This design comes from an exercise in tuning for a short achievable clock period and few clock cycles per item on the open sky130 flow, not from production work.
Function was checked by simulation only, so behaviour that the tests miss may differ from the original.

==> inputs of 12-15 <==
==> flow/design.v <==
`timescale 1ns / 1ps
package bsu_pkg;
  localparam int unsigned ValW      = 8;
  localparam int unsigned NumValues = 256;
  localparam int unsigned CntW      = 13;
  localparam int unsigned Capacity  = 4096;
  localparam logic FuncStore = 1'b0;
  localparam logic FuncTake  = 1'b1;
  typedef enum logic [1:0] {
    S_IDLE,
    S_STORE,
    S_SCAN,
    S_EMPTY
  } state_e;
endpackage
`timescale 1ns / 1ps
module bsu_ram #(
  parameter int unsigned Width = 8,
  parameter int unsigned Depth = 256,
  localparam int unsigned AddrW = $clog2(Depth)
) (
  input  logic             clk_i,
  input  logic             we_i,
  input  logic [AddrW-1:0] waddr_i,
  input  logic [Width-1:0] wdata_i,
  input  logic             re_i,
  input  logic [AddrW-1:0] raddr_i,
  output logic [Width-1:0] rdata_o
);
  logic [Width-1:0] mem_q [Depth];
  logic [Width-1:0] rdata_q;
  always_ff @(posedge clk_i) begin
    if (we_i) begin
      mem_q[waddr_i] <= wdata_i;
    end
    if (re_i) begin
      rdata_q <= mem_q[raddr_i];
    end
  end
  assign rdata_o = rdata_q;
endmodule
`timescale 1ns / 1ps
module byte_sorter_unit #(
  parameter int unsigned CAPACITY = bsu_pkg::Capacity
) (
  input  logic                     clk_i,
  input  logic                     rst_ni,
  input  logic                     in_valid_i,
  output logic                     in_ready_o,
  input  logic                     func_i,
  input  logic [bsu_pkg::ValW-1:0] data_byte_i,
  output logic                     out_valid_o,
  input  logic                     out_ready_i,
  output logic [bsu_pkg::ValW-1:0] sorted_byte_o,
  output logic                     valid_res_o,
  output logic                     is_last_o,
  output logic                     overflow_o
);
  localparam int unsigned ValW  = bsu_pkg::ValW;
  localparam int unsigned CntW  = bsu_pkg::CntW;
  localparam int unsigned NV    = bsu_pkg::NumValues;
  localparam int unsigned GW    = 4;                
  localparam int unsigned GS    = 1 << GW;
  localparam int unsigned NG    = NV / GS;
  localparam int unsigned FD    = 8;                
  localparam int unsigned FAW   = $clog2(FD);
  localparam int unsigned SLOTS = FD + 1;           
  localparam int unsigned QW    = $clog2(SLOTS + 2) + 1;
  localparam int unsigned BW    = CntW - 1;
  logic                   in_ready_q;
  logic                   a_store_q, a_take_q;
  logic [GS-1:0]          a_gdec_q, a_ldec_q;
  logic                   accept;
  assign accept = in_valid_i & in_ready_q;
  always_ff @(posedge clk_i or negedge rst_ni) begin
    if (!rst_ni) begin
      a_store_q <= 1'b0;
      a_take_q  <= 1'b0;
    end else begin
      a_store_q <= accept & (func_i == bsu_pkg::FuncStore);
      a_take_q  <= accept & (func_i == bsu_pkg::FuncTake);
    end
  end
  always_ff @(posedge clk_i) begin
    for (int k = 0; k < GS; k++) begin
      a_gdec_q[k] <= data_byte_i[ValW-1:GW] == (ValW-GW)'(k);
      a_ldec_q[k] <= data_byte_i[GW-1:0] == GW'(k);
    end
  end
  logic [CntW-1:0] total_q;
  logic            ovf_q;
  logic [NG-1:0]   gnz_q;      
  logic [NG-1:0][GS-1:0] nz_q;      
  logic [NG-1:0][GS-1:0] one;     
  logic [NV-1:0][BW-1:0] cnt_q;
  logic            is_store, is_take, full, store_ok, nonempty;
  logic [NG-1:0]   gsel;       
  logic [NG-1:0]   gdec;       
  logic [GS-1:0]   ldec;       
  logic [NG-1:0][GW-1:0] lenc;  
  assign is_store = a_store_q;
  assign is_take  = a_take_q;
  assign full     = total_q >= CntW'(CAPACITY);
  assign store_ok = is_store & ~full;
  assign nonempty = total_q != '0;
  always_comb begin
    logic seen;
    seen = 1'b0;
    for (int g = 0; g < NG; g++) begin
      gsel[g] = gnz_q[g] & ~seen;
      seen    = seen | gnz_q[g];
    end
  end
  assign gdec = a_gdec_q;
  assign ldec = a_ldec_q;
  for (genvar g = 0; g < NG; g++) begin : g_grp
    logic [GS-1:0] lsel;        
    logic          gtake, gstore, single, last1;
    always_comb begin
      logic seen, multi;
      seen    = 1'b0;
      multi   = 1'b0;
      lenc[g] = '0;
      for (int i = 0; i < GS; i++) begin
        lsel[i] = nz_q[g][i] & ~seen;
        if (nz_q[g][i] && !seen) begin
          lenc[g] = GW'(i);
        end
        multi   = multi | (seen & nz_q[g][i]);
        seen    = seen | nz_q[g][i];
      end
      single = seen & ~multi;
    end
    assign last1  = |(nz_q[g] & one[g]);
    assign gtake  = is_take & gsel[g];
    assign gstore = store_ok & gdec[g];
    always_ff @(posedge clk_i or negedge rst_ni) begin
      if (!rst_ni) begin
        gnz_q[g] <= 1'b0;
      end else if (gtake) begin
        gnz_q[g] <= ~(single & last1);
      end else if (gstore) begin
        gnz_q[g] <= 1'b1;
      end
    end
    for (genvar i = 0; i < GS; i++) begin : g_val
      localparam int unsigned V = g * GS + i;
      logic take_hit, store_hit;
      assign take_hit  = gtake & lsel[i];
      assign store_hit = gstore & ldec[i];
      always_ff @(posedge clk_i or negedge rst_ni) begin
        if (!rst_ni) begin
          nz_q[g][i] <= 1'b0;
        end else if (take_hit) begin
          nz_q[g][i] <= ~one[g][i];
        end else if (store_hit) begin
          nz_q[g][i] <= 1'b1;
        end
      end
      assign one[g][i] = cnt_q[V] == BW'(1);
      always_ff @(posedge clk_i) begin
        if (take_hit) begin
          cnt_q[V] <= cnt_q[V] - BW'(1);
        end else if (store_hit) begin
          cnt_q[V] <= nz_q[g][i] ? cnt_q[V] + BW'(1) : BW'(1);
        end
      end
    end
  end
  always_ff @(posedge clk_i or negedge rst_ni) begin
    if (!rst_ni) begin
      total_q <= '0;
      ovf_q   <= 1'b0;
    end else begin
      if (store_ok) begin
        total_q <= total_q + CntW'(1);
      end else if (is_take && nonempty) begin
        total_q <= total_q - CntW'(1);
      end
      if (is_store && full) begin
        ovf_q <= 1'b1;
      end
    end
  end
  logic          b_vld_q;
  logic [NG-1:0] b_gsel_q;
  logic [NG-1:0][GW-1:0] b_lenc_q;
  logic          b_res_q, b_last_q, b_ovf_q;
  always_ff @(posedge clk_i or negedge rst_ni) begin
    if (!rst_ni) begin
      b_vld_q <= 1'b0;
    end else begin
      b_vld_q <= is_take;
    end
  end
  always_ff @(posedge clk_i) begin
    if (is_take) begin
      b_gsel_q <= gsel;
      b_lenc_q <= lenc;
      b_res_q  <= nonempty;
      b_last_q <= total_q == CntW'(1);
      b_ovf_q  <= ovf_q;
    end
  end
  localparam int unsigned RW = ValW + 3;
  logic [ValW-1:0] c_byte;
  logic [RW-1:0]   c_res;
  always_comb begin
    c_byte = '0;
    for (int g = 0; g < NG; g++) begin
      c_byte = c_byte | ({ValW{b_gsel_q[g]}} & {(ValW-GW)'(g), b_lenc_q[g]});
    end
  end
  assign c_res = {c_byte, b_res_q, b_last_q, b_ovf_q};
  logic [RW-1:0]  fifo_q [FD];
  logic [FAW-1:0] wptr_q, rptr_q;
  logic [FAW:0]   fcnt_q;
  logic           out_valid_q;
  logic [RW-1:0]  out_q;
  logic           pop, load, fempty, bypass;
  assign pop    = out_valid_q & out_ready_i;
  assign load   = ~out_valid_q | out_ready_i;
  assign fempty = fcnt_q == '0;
  assign bypass = fempty & load;
  always_ff @(posedge clk_i) begin
    if (b_vld_q) begin
      fifo_q[wptr_q] <= c_res;
    end
  end
  always_ff @(posedge clk_i or negedge rst_ni) begin
    if (!rst_ni) begin
      wptr_q      <= '0;
      rptr_q      <= '0;
      fcnt_q      <= '0;
      out_valid_q <= 1'b0;
    end else begin
      if (b_vld_q && !bypass) begin
        wptr_q <= wptr_q + FAW'(1);
      end
      if (load && !fempty) begin
        rptr_q <= rptr_q + FAW'(1);
      end
      fcnt_q <= fcnt_q + (FAW+1)'(b_vld_q && !bypass) - (FAW+1)'(load && !fempty);
      if (load) begin
        out_valid_q <= !fempty || b_vld_q;
      end
    end
  end
  always_ff @(posedge clk_i or negedge rst_ni) begin
    if (!rst_ni) begin
      out_q <= '0;
    end else if (load) begin
      out_q <= fempty ? c_res : fifo_q[rptr_q];
    end
  end
  logic          pop_q;
  logic [QW-1:0] pend_q, pend_now;
  assign pend_now = pend_q + QW'(is_take) - QW'(pop_q);
  always_ff @(posedge clk_i or negedge rst_ni) begin
    if (!rst_ni) begin
      pop_q      <= 1'b0;
      pend_q     <= '0;
      in_ready_q <= 1'b0;
    end else begin
      pop_q      <= pop;
      pend_q     <= pend_now;
      in_ready_q <= pend_now + QW'(2) <= QW'(SLOTS);
    end
  end
  assign in_ready_o    = in_ready_q;
  assign out_valid_o   = out_valid_q;
  assign sorted_byte_o = out_q[RW-1:3];
  assign valid_res_o   = out_q[2];
  assign is_last_o     = out_q[1];
  assign overflow_o    = out_q[0];
endmodule
==> flow/flow/run.sh <==
#!/bin/bash
set -euo pipefail
cd "$(dirname "$0")/.."
export SETUP_SLACK_MARGIN=6.4
bash standard.sh > flow_standard.log 2>&1
==> flow/standard.sh <==
#!/bin/bash
# synth_recipe.tcl (not shown) runs the flow's synth.tcl, then flattens the netlist and writes it again
# the make line also repeats each setting of config.mk as NAME=value (left out here)
make -C /OpenROAD-flow-scripts/flow DESIGN_CONFIG=/design/flow/config.mk WORK_HOME=/design/flow/orfs CLKGATE_MAP_FILE= SYNTH_SCRIPT=/design/flow/synth_recipe.tcl "${@:-finish}"
==> flow/config.mk <==
export PLATFORM = sky130hd
export DESIGN_NAME = byte_sorter_unit
export DESIGN_NICKNAME = byte_sorter_unit
export VERILOG_FILES = /design/flow/design.v
export SDC_FILE = /design/flow/constraint.sdc
export NUM_CORES = 4
export LEC_CHECK = 0
export CAP_MARGIN = 20
export CELL_PAD_IN_SITES_DETAIL_PLACEMENT = 1
export CELL_PAD_IN_SITES_GLOBAL_PLACEMENT = 2
export CORE_MARGIN = 2
export CORE_UTILIZATION = 40
export GPL_TIMING_DRIVEN = 1
export PLACE_DENSITY = 0.6
export SLEW_MARGIN = 20
export TNS_END_PERCENT = 20
==> flow/constraint.sdc <==
create_clock -name core_clock -period 10.0 [get_ports {clk_i}]
set_input_delay 2.0000 -clock core_clock [delete_from_list [all_inputs] [get_ports {clk_i}]]
set_output_delay 2.0000 -clock core_clock [all_outputs]
set_load 0.01 [all_outputs]
==> inputs of 11-01, as changes to 12-15 <==
--- a/flow/design.v
+++ b/flow/design.v
@@ -69,21 +69,16 @@
   localparam int unsigned BW    = CntW - 1;
-  logic                   in_ready_q;
-  logic                   a_store_q, a_take_q;
-  logic [GS-1:0]          a_gdec_q, a_ldec_q;
-  logic                   accept;
-  assign accept = in_valid_i & in_ready_q;
-  always_ff @(posedge clk_i or negedge rst_ni) begin
-    if (!rst_ni) begin
-      a_store_q <= 1'b0;
-      a_take_q  <= 1'b0;
-    end else begin
-      a_store_q <= accept & (func_i == bsu_pkg::FuncStore);
-      a_take_q  <= accept & (func_i == bsu_pkg::FuncTake);
-    end
-  end
-  always_ff @(posedge clk_i) begin
-    for (int k = 0; k < GS; k++) begin
-      a_gdec_q[k] <= data_byte_i[ValW-1:GW] == (ValW-GW)'(k);
-      a_ldec_q[k] <= data_byte_i[GW-1:0] == GW'(k);
-    end
+  logic            in_ready_q;
+  logic            a_vld_q;
+  logic            a_func_q;
+  logic [ValW-1:0] a_data_q;
+  always_ff @(posedge clk_i or negedge rst_ni) begin
+    if (!rst_ni) begin
+      a_vld_q <= 1'b0;
+    end else begin
+      a_vld_q <= in_valid_i & in_ready_q;
+    end
+  end
+  always_ff @(posedge clk_i) begin
+    a_func_q <= func_i;
+    a_data_q <= data_byte_i;
   end
@@ -100,4 +95,4 @@
   logic [NG-1:0][GW-1:0] lenc;  
-  assign is_store = a_store_q;
-  assign is_take  = a_take_q;
+  assign is_store = a_vld_q & ~a_func_q;
+  assign is_take  = a_vld_q & a_func_q;
   assign full     = total_q >= CntW'(CAPACITY);
@@ -113,4 +108,8 @@
   end
-  assign gdec = a_gdec_q;
-  assign ldec = a_ldec_q;
+  for (genvar g = 0; g < NG; g++) begin : g_dec
+    assign gdec[g] = a_data_q[ValW-1:GW] == (ValW-GW)'(g);
+  end
+  for (genvar i = 0; i < GS; i++) begin : g_ldec
+    assign ldec[i] = a_data_q[GW-1:0] == GW'(i);
+  end
   for (genvar g = 0; g < NG; g++) begin : g_grp
--- a/flow/config.mk
+++ b/flow/config.mk
@@ -8,6 +8,4 @@
 export CAP_MARGIN = 20
-export CELL_PAD_IN_SITES_DETAIL_PLACEMENT = 1
-export CELL_PAD_IN_SITES_GLOBAL_PLACEMENT = 2
 export CORE_MARGIN = 2
-export CORE_UTILIZATION = 40
+export CORE_UTILIZATION = 45
 export GPL_TIMING_DRIVEN = 1
==> notes.md <==
In synthesized cell count, 11-01 and 12-15 hardly differ.
Between 12-15 and 11-01, the lower cell count is in 11-01 (gap 2.8%, measured against 11-01).
Hold slack: 12-15 is worse than 11-01 (0.012 ns).
Against 11-01, the register-to-register slack of 12-15 is higher by 0.12 ns.
Testbench counts of 12-15, summed over its fixed seeds: cycles 24,794, items 24,770.
Testbench counts of 11-01, summed over its fixed seeds: cycles 24,794, items 24,770.

[re-timing with driven ports]
The results above use ideal ports. As a check the final layouts listed here were re-extracted and re-timed, cells and wires unchanged. Step 1, drivers: a clkbuf_16 drives clk_i and a buf_2 each remaining input, both assumed. Step 2 moves the port delays by t, midway between the first and last clock arrival at a register: inputs arrive t later, outputs are due t later. That takes back most of the time a late clock gives input paths. a / b / c = ideal / step 1 / step 2; a / b = the first two.
| run | shift t [ns] | slack for setup (ns) | worst setup path after step 2 | worst slew at a driven data input, ns |
|---|---|---|---|---|
| 12-15 | 1.137 | 6.284 / 6.284 / 5.777 | input to register | 0.27 |
| 11-01 | 1.129 | 6.167 / 6.167 / 5.464 | input to register | 0.11 |
After both steps setup and hold are still met in every run listed. The setup slack of 11-01, which loses most, moves by 0.000 ns with the drivers and by -0.703 ns with both steps.
